This design comes from an exercise in tuning for small area, a short achievable clock period and few clock cycles on the open sky130 flow, not from production work. Only simulation tests tie the RTL to the original design; equivalence was not proved. Power and IR drop assume default switching activity.

Setup of v6:
## indexed_insert_erase_array_top
module indexed_insert_erase_array_top #(
    parameter int DEPTH = 16
) (
    input  logic         i_clk,
    input  logic         i_rst_n,
    input  logic         i_req_valid,
    output logic         o_req_ready,
    input  logic [1:0]   i_req_kind,
    input  logic [4:0]   i_req_index,
    input  logic [31:0]  i_req_write_data,
    output logic         o_rsp_valid,
    input  logic         i_rsp_ready,
    output logic [31:0]  o_rsp_read_data,
    output logic [1:0]   o_rsp_status,
    output logic [4:0]   o_rsp_entry_count
);
Size in the first run: ~2,300 cells after synthesis, about 84 I/O pins, about 29,000 um2 of cells after synthesis.
==> module indexed_insert_erase_array_top, before the edit <==
module indexed_insert_erase_array_top #(
    parameter int DEPTH = 16
) (
    input  logic         i_clk,
    input  logic         i_rst_n,
    input  logic         i_req_valid,
    output logic         o_req_ready,
    input  logic [1:0]   i_req_kind,
    input  logic [4:0]   i_req_index,
    input  logic [31:0]  i_req_write_data,
    output logic         o_rsp_valid,
    input  logic         i_rsp_ready,
    output logic [31:0]  o_rsp_read_data,
    output logic [1:0]   o_rsp_status,
    output logic [4:0]   o_rsp_entry_count
);
    logic        r_ready;
    logic        e_valid;
    logic        e_rd, e_ins, e_era;
    logic [4:0]  e_idx;
    logic [15:0] e_ge;       
    logic [15:0] e_eq;       
    logic [31:0] e_wdata;
    logic [4:0]  r_count;
    logic [15:0] r_occ;      
    logic [3:0]  r_perm [16];
    logic [31:0] r_data [16];
    logic        q0_valid, q1_valid;
    logic [15:0] q0_sel;     
    logic        q1_ok;
    logic        q0_fail,  q1_fail;
    logic [3:0]  q1_slot;
    logic [1:0]  q0_status, q1_status;
    logic [4:0]  q0_count, q1_count;
    logic        o_valid;
    logic [31:0] o_rdata;
    logic [1:0]  o_status;
    logic [4:0]  o_count;
    logic        exec;
    logic        is_rd, is_ins, is_era;
    logic        empty, full;
    logic        idx_lt_n, idx_le_n;
    logic [1:0]  e_status;
    logic [4:0]  e_count;
    logic        ins_do, era_do;
    logic [3:0]  idx_slot;
    logic [3:0]  top_slot;
    logic        o_free, pop, push;
    assign exec   = e_valid && !q1_valid;
    assign is_rd  = e_rd;
    assign is_ins = e_ins;
    assign is_era = e_era;
    assign empty  = !r_occ[0];
    assign full   = r_occ[15];
    assign idx_lt_n = |(e_ge & r_occ);
    assign idx_le_n = |(e_ge & {r_occ[14:0], 1'b1});
    always_comb begin
        e_status = iiea_pkg::ST_OK;
        e_count  = r_count;
        if (is_rd) begin
            if (empty)          e_status = iiea_pkg::ST_EMPTY;
            else if (!idx_lt_n) e_status = iiea_pkg::ST_RANGE;
        end else if (is_ins) begin
            if (full)           e_status = iiea_pkg::ST_FULL;
            else if (!idx_le_n) e_status = iiea_pkg::ST_RANGE;
            else                e_count  = r_count + 5'd1;
        end else if (is_era) begin
            if (empty)          e_status = iiea_pkg::ST_EMPTY;
            else if (!idx_lt_n) e_status = iiea_pkg::ST_RANGE;
            else                e_count  = r_count - 5'd1;
        end else begin
            e_status = iiea_pkg::ST_RANGE;
        end
    end
    assign ins_do   = is_ins && !q1_valid && !full;
    assign era_do   = is_era && !q1_valid;
    always_comb begin
        idx_slot = '0;
        for (int k = 0; k < 16; k++) begin
            if (e_eq[k]) idx_slot = idx_slot | r_perm[k];
        end
    end
    assign top_slot = r_perm[15];
    always_ff @(posedge i_clk) begin
        for (int k = 0; k < 16; k++) begin
            if (!i_rst_n) begin
                r_perm[k] <= 4'(k);
            end else if (ins_do && (k != 0) && e_ge[(k == 0) ? 0 : k - 1]) begin
                r_perm[k] <= r_perm[(k == 0) ? 0 : k - 1];
            end else if (ins_do && e_eq[k]) begin
                r_perm[k] <= top_slot;
            end else if (era_do && e_ge[k]) begin
                r_perm[k] <= (k == 15) ? idx_slot : r_perm[(k == 15) ? 15 : k + 1];
            end
        end
    end
    always_ff @(posedge i_clk) begin
        for (int s = 0; s < 16; s++) begin
            if (ins_do && (top_slot == 4'(s))) begin
                r_data[s] <= e_wdata;
            end
        end
    end
    logic [31:0] rd_word;
    logic        e_ok, e_fail;
    assign e_ok   = is_rd && idx_lt_n;
    assign e_fail = is_rd && !idx_lt_n;
    always_comb begin
        rd_word = {32{q0_fail}};
        for (int s = 0; s < 16; s++) begin
            rd_word = rd_word | (r_data[s] & {32{q0_sel[s]}});
        end
    end
    assign o_free = !o_valid || i_rsp_ready;
    assign pop    = q0_valid && o_free;
    assign push   = exec;
    always_ff @(posedge i_clk) begin
        if (!i_rst_n) begin
            r_ready  <= 1'b1;
            e_valid  <= 1'b0;
            e_rd     <= 1'b0;
            e_ins    <= 1'b0;
            e_era    <= 1'b0;
            q0_valid <= 1'b0;
            q1_valid <= 1'b0;
            o_valid  <= 1'b0;
            r_count  <= 5'd0;
            r_occ    <= '0;
        end else begin
            if (r_ready) begin
                e_valid <= i_req_valid;
                e_rd    <= i_req_valid && (i_req_kind == iiea_pkg::KIND_READ);
                e_ins   <= i_req_valid && (i_req_kind == iiea_pkg::KIND_INSERT);
                e_era   <= i_req_valid && (i_req_kind == iiea_pkg::KIND_ERASE);
            end
            if (exec) begin
                r_count <= e_count;
                if (is_ins && !full && idx_le_n) r_occ <= {r_occ[14:0], 1'b1};
                if (is_era && idx_lt_n)          r_occ <= {1'b0, r_occ[15:1]};
            end
            q0_valid <= q1_valid || push || (q0_valid && !pop);
            q1_valid <= q0_valid && !pop && (q1_valid || push);
            if (o_free) o_valid <= q0_valid;
            r_ready <= !((r_ready ? i_req_valid : e_valid) &&
                         (q0_valid && !pop && (q1_valid || push)));
        end
    end
    always_ff @(posedge i_clk) begin
        if (r_ready) begin
            e_idx   <= i_req_index;
            for (int k = 0; k < 16; k++) e_ge[k] <= (5'(k) >= i_req_index);
            for (int k = 0; k < 16; k++) e_eq[k] <= (5'(k) == i_req_index);
            e_wdata <= i_req_write_data;
        end
    end
    always_ff @(posedge i_clk) begin
        if (!q0_valid || pop) begin
            if (q1_valid) begin
                q0_sel    <= q1_ok ? 16'(1) << q1_slot : 16'd0;
                q0_fail   <= q1_fail;
                q0_status <= q1_status;
                q0_count  <= q1_count;
            end else begin
                q0_sel    <= e_ok ? 16'(1) << idx_slot : 16'd0;
                q0_fail   <= e_fail;
                q0_status <= e_status;
                q0_count  <= e_count;
            end
        end
        if (!q1_valid) begin
            q1_ok     <= e_ok;
            q1_fail   <= e_fail;
            q1_slot   <= idx_slot;
            q1_status <= e_status;
            q1_count  <= e_count;
        end
    end
    always_ff @(posedge i_clk) begin
        if (o_free) begin
            o_rdata  <= rd_word;
            o_status <= q0_status;
            o_count  <= q0_count;
        end
    end
    assign o_req_ready       = r_ready;
    assign o_rsp_valid       = o_valid;
    assign o_rsp_read_data   = o_rdata;
    assign o_rsp_status      = o_status;
    assign o_rsp_entry_count = o_count;
endmodule
clock: 4.0 ns
lec_check: 0
abc_area: 1
cap_margin: 20
core_margin: 2
core_utilization: 55
cts_cluster_diameter: 80
cts_cluster_size: 30
setup_slack_margin: 2.1
slew_margin: 20
run.sh (not shown) runs the stock make flow with config.mk's settings and CLKGATE_MAP_FILE= SYNTH_SCRIPT=/design/flow/synth_recipe.tcl, a recipe that flattens the netlist after the stock synthesis.
v6 finished end to end and its layout was clean on timing, DRC and antenna.
Testbench counts of v6, summed over its fixed seeds: cycles 4,824.
--- input diff v6..v7 ---
--- a/flow/design.v
+++ b/flow/design.v
@@ -44,7 +44,6 @@
     logic        e_rd, e_ins, e_era;
     logic [4:0]  e_idx;
     logic [15:0] e_ge;       
-    logic [15:0] e_eq;       
     logic [31:0] e_wdata;
     logic [4:0]  r_count;
     logic [15:0] r_occ;      
@@ -102,7 +101,7 @@
     always_comb begin
         idx_slot = '0;
         for (int k = 0; k < 16; k++) begin
-            if (e_eq[k]) idx_slot = idx_slot | r_perm[k];
+            if (e_ge[k] && !((k != 0) && e_ge[(k == 0) ? 0 : k - 1])) idx_slot = idx_slot | r_perm[k];
         end
     end
     assign top_slot = r_perm[15];
@@ -112,7 +111,7 @@
                 r_perm[k] <= 4'(k);
             end else if (ins_do && (k != 0) && e_ge[(k == 0) ? 0 : k - 1]) begin
                 r_perm[k] <= r_perm[(k == 0) ? 0 : k - 1];
-            end else if (ins_do && e_eq[k]) begin
+            end else if (ins_do && e_ge[k]) begin
                 r_perm[k] <= top_slot;
             end else if (era_do && e_ge[k]) begin
                 r_perm[k] <= (k == 15) ? idx_slot : r_perm[(k == 15) ? 15 : k + 1];
@@ -174,7 +173,6 @@
         if (r_ready) begin
             e_idx   <= i_req_index;
             for (int k = 0; k < 16; k++) e_ge[k] <= (5'(k) >= i_req_index);
-            for (int k = 0; k < 16; k++) e_eq[k] <= (5'(k) == i_req_index);
             e_wdata <= i_req_write_data;
         end
     end
## What came out
- Delta (v7 minus v6): power density normalized to cell area now smaller; synthesized area now smaller; number of distinct library cell variants in the gate-level netlist after synthesis now smaller; count of flip-flops with a built-in enable after synthesis now smaller; count of filler cells inserted in the layout now smaller.
- Going from v6 to v7, gate count after technology mapping shows a reduction of 40, signal arrival time at the worst endpoint shows an increase of 1.08 ns, count of inverters other than clock inverters in the layout shows a reduction of 22, synthesized flop and latch total shows a reduction of 16.
- Comparing v6 and v7, the higher setup slack is on v7.
- Cells: v7 has fewer instances than v6
- v7 has utilization above what v6 had.
- Compared with v6, v7 shows a global-route wire length before repair that is 3400 um lower.
- Headroom to the max-slew limit ends up lower on v7.
Testbench counts of v7, summed over its fixed seeds: cycles 4,824.

## what the ideal ports hide
Ports are ideal in the flow. The routed layouts listed here were re-timed in OpenROAD. Step 1 sets driving cells, clkbuf_16 on the clock port and buf_2 on the other inputs (assumed; they add their load-dependent delay and slew). Step 2 also shifts input and output timing later by t, the mid clock arrival at the registers, as if the neighbouring blocks saw the same clock. Three values: ideal, step 1, step 2; two values: the first two.
run	t (ns)	setup slack, ns	worst hold slack (ns)	worst setup path after step 2	clock arrival spread, ns
v6	0.640	2.006 / 1.946 / 1.555	0.433 / 0.433 / 0.433	input to register	0.034 / 0.034
v7	0.645	2.067 / 2.008 / 1.504	0.428 / 0.428 / 0.428	input to register	0.030 / 0.030
After both steps setup and hold are still met in every run listed. The setup slack of v7, which loses most, moves by -0.059 ns with the drivers and by -0.563 ns with both steps.
